Context: an optimization exercise on an open-source flow, tuned for small area, a short achievable clock period and few clock cycles. The choices shown serve that exercise and are no tape-out recipe. Only the layout flow was run in this run; the RTL was not checked for function there. Power and IR drop assume default switching activity.

==> flow/design.v <==
package ll_pkg;
    localparam int DEF_DATA_DEPTH = 16;
    localparam int DEF_DATA_WD    = 32;
    localparam int DEF_NUM_LISTS  = 4;
    typedef enum logic [2:0] {
        OP_PUSH_TAIL = 3'd0,
        OP_INSERT_AT = 3'd1,
        OP_DELETE_AT = 3'd2,
        OP_READ_AT   = 3'd3,
        OP_CLEAR     = 3'd4
    } ll_op_e;
    typedef enum logic [1:0] {
        ST_OK    = 2'd0,
        ST_FULL  = 2'd1,
        ST_EMPTY = 2'd2,
        ST_BAD   = 2'd3
    } ll_status_e;
    typedef enum logic [1:0] {
        S_IDLE = 2'd0,
        S_WALK = 2'd1,
        S_EXEC = 2'd2,
        S_RESP = 2'd3
    } ll_state_e;
endpackage
import ll_pkg::*;
module ll_ptr_mgr #(
    parameter int DATA_DEPTH = ll_pkg::DEF_DATA_DEPTH,
    parameter int DATA_WD    = ll_pkg::DEF_DATA_WD,
    parameter int NUM_LISTS  = ll_pkg::DEF_NUM_LISTS,
    localparam int PTR_WD    = $clog2(DATA_DEPTH),
    localparam int CNT_WD    = PTR_WD + 1,
    localparam int LID_WD    = (NUM_LISTS > 1) ? $clog2(NUM_LISTS) : 1
) (
    input  logic                        clk,
    input  logic                        reset_n,
    input  logic                        req_vld,
    output logic                        req_rdy,
    input  logic [2:0]                  req_op,
    input  logic [LID_WD-1:0]           req_list,
    input  logic [CNT_WD-1:0]           req_pos,
    input  logic [DATA_WD-1:0]          req_data,
    output logic                        resp_vld,
    input  logic                        resp_rdy,
    output logic [DATA_WD-1:0]          resp_data,
    output logic [1:0]                  resp_status,
    output logic [NUM_LISTS-1:0]        ll_empty,
    output logic [NUM_LISTS*CNT_WD-1:0] ll_size,
    output logic [CNT_WD-1:0]           free_cnt
);
    function automatic logic ge4(input logic [3:0] a, input logic [3:0] b);
        logic [3:0] g, e;
        g = a & ~b;
        e = ~(a ^ b);
        ge4 = g[3] | (e[3] & g[2]) | (e[3] & e[2] & g[1]) | (e[3] & e[2] & e[1] & (a[0] | ~b[0]));
    endfunction
    function automatic logic gt4(input logic [3:0] a, input logic [3:0] b);
        logic [3:0] g, e;
        g = a & ~b;
        e = ~(a ^ b);
        gt4 = g[3] | (e[3] & g[2]) | (e[3] & e[2] & g[1]) | (e[3] & e[2] & e[1] & g[0]);
    endfunction
    function automatic logic [3:0] pm4(input logic [3:0] a, input logic d);
        logic [2:0] e;
        e = a[2:0] ^ {3{d}};
        pm4 = {a[3] ^ (e[2] & e[1] & e[0]), a[2] ^ (e[1] & e[0]), a[1] ^ e[0], ~a[0]};
    endfunction
    logic [DATA_DEPTH-1:0] vld_q;
    logic [LID_WD-1:0]     lid_q   [DATA_DEPTH];
    logic [PTR_WD-1:0]     rank_q  [DATA_DEPTH];
    logic [DATA_WD-1:0]    data_mem[DATA_DEPTH];
    logic [CNT_WD-1:0]     size_q  [NUM_LISTS];
    logic                  acc, free_zero, is_push, is_ins, is_del, is_rd, is_clr;
    logic                  alloc_ok, del_ok, clr_ok, keep;
    logic [1:0]            chk_stat;
    logic [NUM_LISTS-1:0]  lsel;
    logic [CNT_WD-1:0]     in_size;
    logic [PTR_WD-1:0]     new_rank;
    logic [DATA_WD-1:0]    rd_data;
    logic [DATA_DEPTH-1:0] lm, eq, gt, ge, ff;
    assign req_rdy   = !resp_vld || resp_rdy;
    assign acc       = req_vld && req_rdy;
    assign free_zero = (free_cnt == '0);
    assign is_push   = (req_op == OP_PUSH_TAIL);
    assign is_ins    = (req_op == OP_INSERT_AT);
    assign is_del    = (req_op == OP_DELETE_AT);
    assign is_rd     = (req_op == OP_READ_AT);
    assign is_clr    = (req_op == OP_CLEAR);
    always_comb begin
        in_size = '0;
        for (int l = 0; l < NUM_LISTS; l++) begin
            lsel[l] = (req_list == LID_WD'(l));
            in_size = in_size | (size_q[l] & {CNT_WD{lsel[l]}});
        end
    end
    assign new_rank = is_push ? in_size[PTR_WD-1:0] : req_pos[PTR_WD-1:0];
    logic [NUM_LISTS-1:0] pos_gt, pos_ge;
    logic                 ins_bad, at_bad, in_empty;
    always_comb begin
        for (int l = 0; l < NUM_LISTS; l++) begin
            pos_gt[l] = size_q[l][4] ? (req_pos[4] && |req_pos[3:0])
                                     : (req_pos[4] || gt4(req_pos[3:0], size_q[l][3:0]));
            pos_ge[l] = size_q[l][4] ? req_pos[4]
                                     : (req_pos[4] || ge4(req_pos[3:0], size_q[l][3:0]));
        end
    end
    assign ins_bad  = |(pos_gt & lsel);
    assign at_bad   = |(pos_ge & lsel);
    assign in_empty = |(ll_empty & lsel);
    always_comb begin
        chk_stat = ST_OK;
        case (req_op)
            OP_PUSH_TAIL: if (free_zero) chk_stat = ST_FULL;
            OP_INSERT_AT: begin
                if (free_zero)    chk_stat = ST_FULL;
                else if (ins_bad) chk_stat = ST_BAD;
            end
            OP_DELETE_AT, OP_READ_AT: begin
                if (in_empty)    chk_stat = ST_EMPTY;
                else if (at_bad) chk_stat = ST_BAD;
            end
            OP_CLEAR: ;
            default: chk_stat = ST_BAD;
        endcase
    end
    assign alloc_ok = acc && !free_zero && (is_push || (is_ins && !ins_bad));
    assign del_ok   = acc && is_del && !at_bad;
    assign clr_ok   = acc && is_clr;
    assign keep     = !(alloc_ok || del_ok || clr_ok);
    logic [CNT_WD-1:0] free_inc, free_dec, free_clr;
    logic [CNT_WD-1:0] size_inc [NUM_LISTS];
    logic [CNT_WD-1:0] size_dec [NUM_LISTS];
    assign free_inc = free_cnt + CNT_WD'(1);
    assign free_dec = free_cnt - CNT_WD'(1);
    always_comb begin
        free_clr = '0;
        for (int l = 0; l < NUM_LISTS; l++) begin
            free_clr    = free_clr | ((free_cnt + size_q[l]) & {CNT_WD{lsel[l]}});
            size_inc[l] = size_q[l] + CNT_WD'(1);
            size_dec[l] = size_q[l] - CNT_WD'(1);
        end
    end
    always_comb begin
        logic all_used;
        all_used = 1'b1;
        for (int i = 0; i < DATA_DEPTH; i++) begin
            lm[i] = vld_q[i] && (lid_q[i] == req_list);
            eq[i] = lm[i] && !req_pos[4] && (rank_q[i] == req_pos[3:0]);
            gt[i] = lm[i] && !req_pos[4] && gt4(rank_q[i], req_pos[3:0]);
            ge[i] = lm[i] && !req_pos[4] && ge4(rank_q[i], req_pos[3:0]);
            ff[i] = !vld_q[i] && all_used;
            all_used = all_used && vld_q[i];
        end
    end
    logic                  rd_op;
    logic [DATA_DEPTH-1:0] rsel;
    assign rd_op = is_del || is_rd;
    assign rsel  = eq & {DATA_DEPTH{rd_op}};
    always_comb begin
        rd_data = '0;
        for (int i = 0; i < DATA_DEPTH; i++)
            rd_data = rd_data | (data_mem[i] & {DATA_WD{rsel[i]}});
    end
    logic [DATA_DEPTH-1:0] rank_en;
    logic [PTR_WD-1:0]     rank_d [DATA_DEPTH];
    always_comb begin
        for (int i = 0; i < DATA_DEPTH; i++) begin
            rank_en[i] = ff[i] || (acc && is_ins && !free_zero && ge[i]) || (acc && is_del && gt[i]);
            rank_d[i]  = ff[i] ? new_rank : pm4(rank_q[i], !is_ins);
        end
    end
    always_comb begin
        ll_size  = '0;
        ll_empty = '0;
        for (int l = 0; l < NUM_LISTS; l++) begin
            ll_size[l*CNT_WD +: CNT_WD] = size_q[l];
            ll_empty[l]                 = (size_q[l] == '0);
        end
    end
    always_ff @(posedge clk) begin
        if (req_rdy) resp_data <= rd_data;
        for (int i = 0; i < DATA_DEPTH; i++) begin
            if (ff[i]) begin
                data_mem[i] <= req_data;
                lid_q[i]    <= req_list;
            end
            if (rank_en[i]) rank_q[i] <= rank_d[i];
        end
    end
    always_ff @(posedge clk or posedge reset_n) begin
        if (reset_n) begin
            vld_q       <= '0;
            resp_vld    <= 1'b0;
            resp_status <= '0;
            free_cnt    <= CNT_WD'(DATA_DEPTH);
            for (int l = 0; l < NUM_LISTS; l++) size_q[l] <= '0;
        end else begin
            if (acc) begin
                resp_vld    <= 1'b1;
                resp_status <= chk_stat;
            end else if (resp_rdy) begin
                resp_vld    <= 1'b0;
            end
            for (int i = 0; i < DATA_DEPTH; i++) begin
                if (alloc_ok && ff[i])         vld_q[i] <= 1'b1;
                else if (del_ok && eq[i])      vld_q[i] <= 1'b0;
                else if (clr_ok && lm[i])      vld_q[i] <= 1'b0;
            end
            for (int l = 0; l < NUM_LISTS; l++)
                if (lsel[l] && !keep)
                    size_q[l] <= is_clr ? '0 : (is_del ? size_dec[l] : size_inc[l]);
            if (!keep)
                free_cnt <= is_clr ? free_clr : (is_del ? free_inc : free_dec);
        end
    end
endmodule
==> flow/run.sh <==
#!/bin/bash
# synth_recipe.tcl (not shown) runs the flow's synth.tcl, then flattens the netlist and writes it again
# the make line also repeats each setting of config.mk as NAME=value (left out here)
make -C /OpenROAD-flow-scripts/flow DESIGN_CONFIG=/design/flow/config.mk WORK_HOME=/design/flow/orfs CLKGATE_MAP_FILE= SYNTH_SCRIPT=/design/flow/synth_recipe.tcl finish
==> flow/config.mk <==
export PLATFORM = sky130hd
export DESIGN_NAME = ll_ptr_mgr
export DESIGN_NICKNAME = ll_ptr_mgr
export VERILOG_FILES = /design/flow/design.v
export SDC_FILE = /design/flow/constraint.sdc
export NUM_CORES = 4
export LEC_CHECK = 0
export CAP_MARGIN = 20
export CORE_MARGIN = 2
export CORE_UTILIZATION = 40
export SETUP_SLACK_MARGIN = 3.0
export SLEW_MARGIN = 20
==> flow/constraint.sdc <==
create_clock -name core_clock -period 6.0 [get_ports {clk}]
set_input_delay 1.2000 -clock core_clock [delete_from_list [all_inputs] [get_ports {clk}]]
set_output_delay 1.2000 -clock core_clock [all_outputs]
set_load 0.01 [all_outputs]
==> flow_summary.ini <==
[timing]
rsz0062_at_grt = true
slew_violations = 0
min_period_ps = 3070
tns_ps = 0
skew_ps = 30.0
finalSetupViolCount = 0
final_hold_viol_count = 0
slew_headroom_pct = 39.7
worstMarginPinSlew_ps = 904
fmax_ghz = 0.326
fin_crit_sh_pct = 51.2

[critical_path]
reg2reg_to = size_q[1][3]$_DFFE_PP0P_
path_cells = or4_4, nor2_4, buf_6
rrSetupSlack_ps = 3090
cp_slowest_cell = or4_4
r2r_start = size_q[2][2]$_DFFE_PP0P_
crit_required_ps = 4800
endpoint_kind = primary output
crit_path_max_fanout = 2
reg2regPathDepth = 13
start_kind = flop
critPathKind = reg2out
cpPeakStageDelay_ps = 570
worst_ep_arrival_time_ps = 1870
worstSetupStartpoint = size_q[2][2]$_DFFE_PP0P_

[hold_path]
min_path_type = reg2reg
hold_depth = 2
hold-path-endpoint = resp_data[30]$_DFFE_PN_
min_from = data_mem[14][30]$_DFFE_PP_

[grt]
grt.busiest_layer = met2
grt_use_met3_pct = 3.91
grt_pass1_vias = 21143
grt-ovfl-total = 0
met1_usage_pct = 32.4
grt_pass1_wl_um = 144000
antenna_found_initial = 6
gr-usage-all-layers_pct = 25.0
use_met2_pct = 42.2
grt_max_degree = 51

[outcome]
status = complete, no violations

[synthesis]
synth-seq-cells = 684
synthFlopType = edfxtp_1
netlist_area_um2 = 30700
synth_nets = 2247
synth_cells = 2069
synth-async-reset-ratio_pct = 6.43
syn_avg_cell_area_um2 = 14.8
ys_seq_area_share_pct = 66.2
synth_warnings = 8
synth-edff-count = 640
synthDistinctLibCells = 71

[power]
peakVddDrop_uv = 264
p_switching_mw = 3.91
power_density_nw_per_um2 = 342
clock_power_share_pct = 34.5
p_leak_nw = 13.9
combPwrFrac_pct = 20.3
seq_power_share_pct = 45.3
p_int_mw = 9.68
netSwitchingFraction_pct = 28.8

[clock_network]
cts.sinks = 684
clk_latency_ps = 640
numCtsBuffers = 75
path_clk_slew_ps = 60
cts_buffer_depth = 3
cts_root_buf = clkbuf_16
h-tree-depth = 3
cts_tree = done
cts_hold_buffers = 0

[die]
dieArea_um2 = 78900
io_pins = 111
core_area_um2 = 75900
die_x_um = 281
rows = 101
start_util_pct = 40.4
die_h_um = 281

[routing]
drt_iter0_drc = 2104
via_count = 21342
vias_per_cell = 6.13
drt_first_pass_iters = 7
post-route-drc-count = 0
wl_um = 103000
routedWlPerCell_um = 29.5
ant_nets = 0

[cells_and_area]
area.growth.synth_to_final_pct = 29.8
fillers = 6152
layout-drive-gt1-share_pct = 26.8
nets = 2567
final_cells = 3481
final_common_cell = edfxtp_1
layout_common_cells = 640 x edfxtp_1, 133 x buf_4, 127 x a22o_1

[place]
portBuffers = 110
routabilityCongestion = 0.849
dpl.cell_count = 3177
dpl.hpwl_um = 50600

[run]
cap_violations = 0
[logic make-up (layout without fill, tap and decap cells)]
group,count (synthesis),in the layout,share of synthesized area (%)
AOI/OAI and AO/OA,572,573,13.9
xor gates and xnor gates,127,127,3.63
adders and majority gates,132,132,5.60
buffers and inverters,159,537,2.56
DFF,684,684,66.2
muxes,33,33,1.40
other,0,1,0
and+or+nand+nor,362,364,6.71
[Yosys cell counts, drive strengths merged, types with 22 or more instances]
master / count / area share [%]
a21o: 46 / 1.1
a21oi: 91 / 1.5
a221oi: 135 / 3.9
a22o: 128 / 3.7
and3: 27 / 0.55
buf: 58 / 1.3
clkbuf: 42 / 0.51
dfrtp: 43 / 3.5
edfxtp: 640 / 63
ha: 123 / 5.0
inv: 59 / 0.72
mux2i: 25 / 0.82
nand2: 75 / 0.94
nand3: 29 / 0.51
nand4: 51 / 1.0
nor2: 73 / 1.1
nor3: 22 / 0.39
o21ai: 82 / 1.3
o31ai: 25 / 0.61
xnor2: 59 / 1.7
xor2: 68 / 1.9
[worst max-delay path by stage]
stage	to	slack [ps]	cells after the start
2_1_floorplan	rank_q[13][0]$_DFFE_PP_	2540	7
3_3_place_gp	resp_data[25]$_DFFE_PN_	1190	11
3_5_place_dp	resp_data[22]$_DFFE_PN_	1120	10
4_1_cts	ll_empty[2]	2870	3
5_1_grt	ll_empty[2]	2880	3
6_report	ll_empty[2]	2930	3
[metrics by stage]
step                      utilization [%]  total power, mW  worst slack, ps  cell area (um^2)  hold WS [ps]
after floorplan                         -             7.61             2540             31800           492
final                                52.4             13.6             2930             39800           543
after global routing                 52.4             14.1             2880             39800           560
after detailed placement             44.9             8.52             1120             34100           541
after CTS                            50.8             13.4             2870             38600           541
after global placement               44.9             8.44             1190             34100           534
[per-layer routing]
metal / routed length [um] / up-vias / share of wire (%)
met5: 65 / - / 0.063
met1: 41000 / 11041 / 40
met4: 3790 / 10 / 3.7
li1: - / 9042 / -
met3: 8480 / 211 / 8.3
met2: 49400 / 1038 / 48
[power by group through the flow]
stage	Clock (mW)	Sequential [mW]	Combinational [mW]
floorplan	0	6.14	1.47
global placement	0	6.27	2.17
detailed placement	0	6.29	2.23
CTS	4.72	6.13	2.54
global route	4.91	6.18	2.98
finish	4.69	6.15	2.76
[flip-flops by register name, summed over array words and instances, names as in the netlist]
name and flops:
data_mem 512, free_cnt 5, lid_q 32, rank_q 64, resp_data 32, resp_status 2
resp_vld 1, size_q 20, vld_q 16
[area by class of cell]
class,instances,area (um^2),area share [%]
Antenna cell,1,2.50,0.00629
Clock buffer,95,1970,4.95
Inverter,59,260,0.654
Multi-Input combinational cell,1229,11400,28.7
Sequential cell,684,20400,51.1
Timing Repair Buffer,340,3970,9.98
Tap cell,1030,1290,3.24
Clock inverter,43,533,1.34
[critical path, delay by kind of cell (launching register included)]
kind,cells,cell delay [ps]
DFF,1,460
buffers and inverters,1,110
and+or+nand+nor,2,690
[what timing repair did]
| action | CTS | global route |
|---|---|---|
| setup endpoints to repair | 461 | 143 |
| resized for setup | 240 | 101 |
| setup buffers | 108 | 35 |
| cloned | 11 | 11 |
| pin swaps | 43 | 73 |

[port drivers added, routing unchanged]
In the flow no input, the clock included, has a driving cell. The finished layout below was timed again as built, in two steps.
Step 1, drivers: a clkbuf_16 drives clk and a buf_2 each remaining input, both assumed.
Step 2 times the ports against the registers' clock, not the clock port: input delays grow and output delays shrink by t, the midpoint of the rising clock arrivals with the driver on.
Slacks: no drivers / after step 1 / after step 2; pairs: no drivers / after step 1.
t, ns: 0.692
setup WS [ns]: 2.928 / 2.858 / 2.288
worst setup path after step 2: input to register
latest minus earliest clock arrival (ns): 0.030 / 0.030
After both steps setup and hold are still met in this run. The setup slack of this run moves by -0.070 ns with the drivers and by -0.640 ns with both steps.
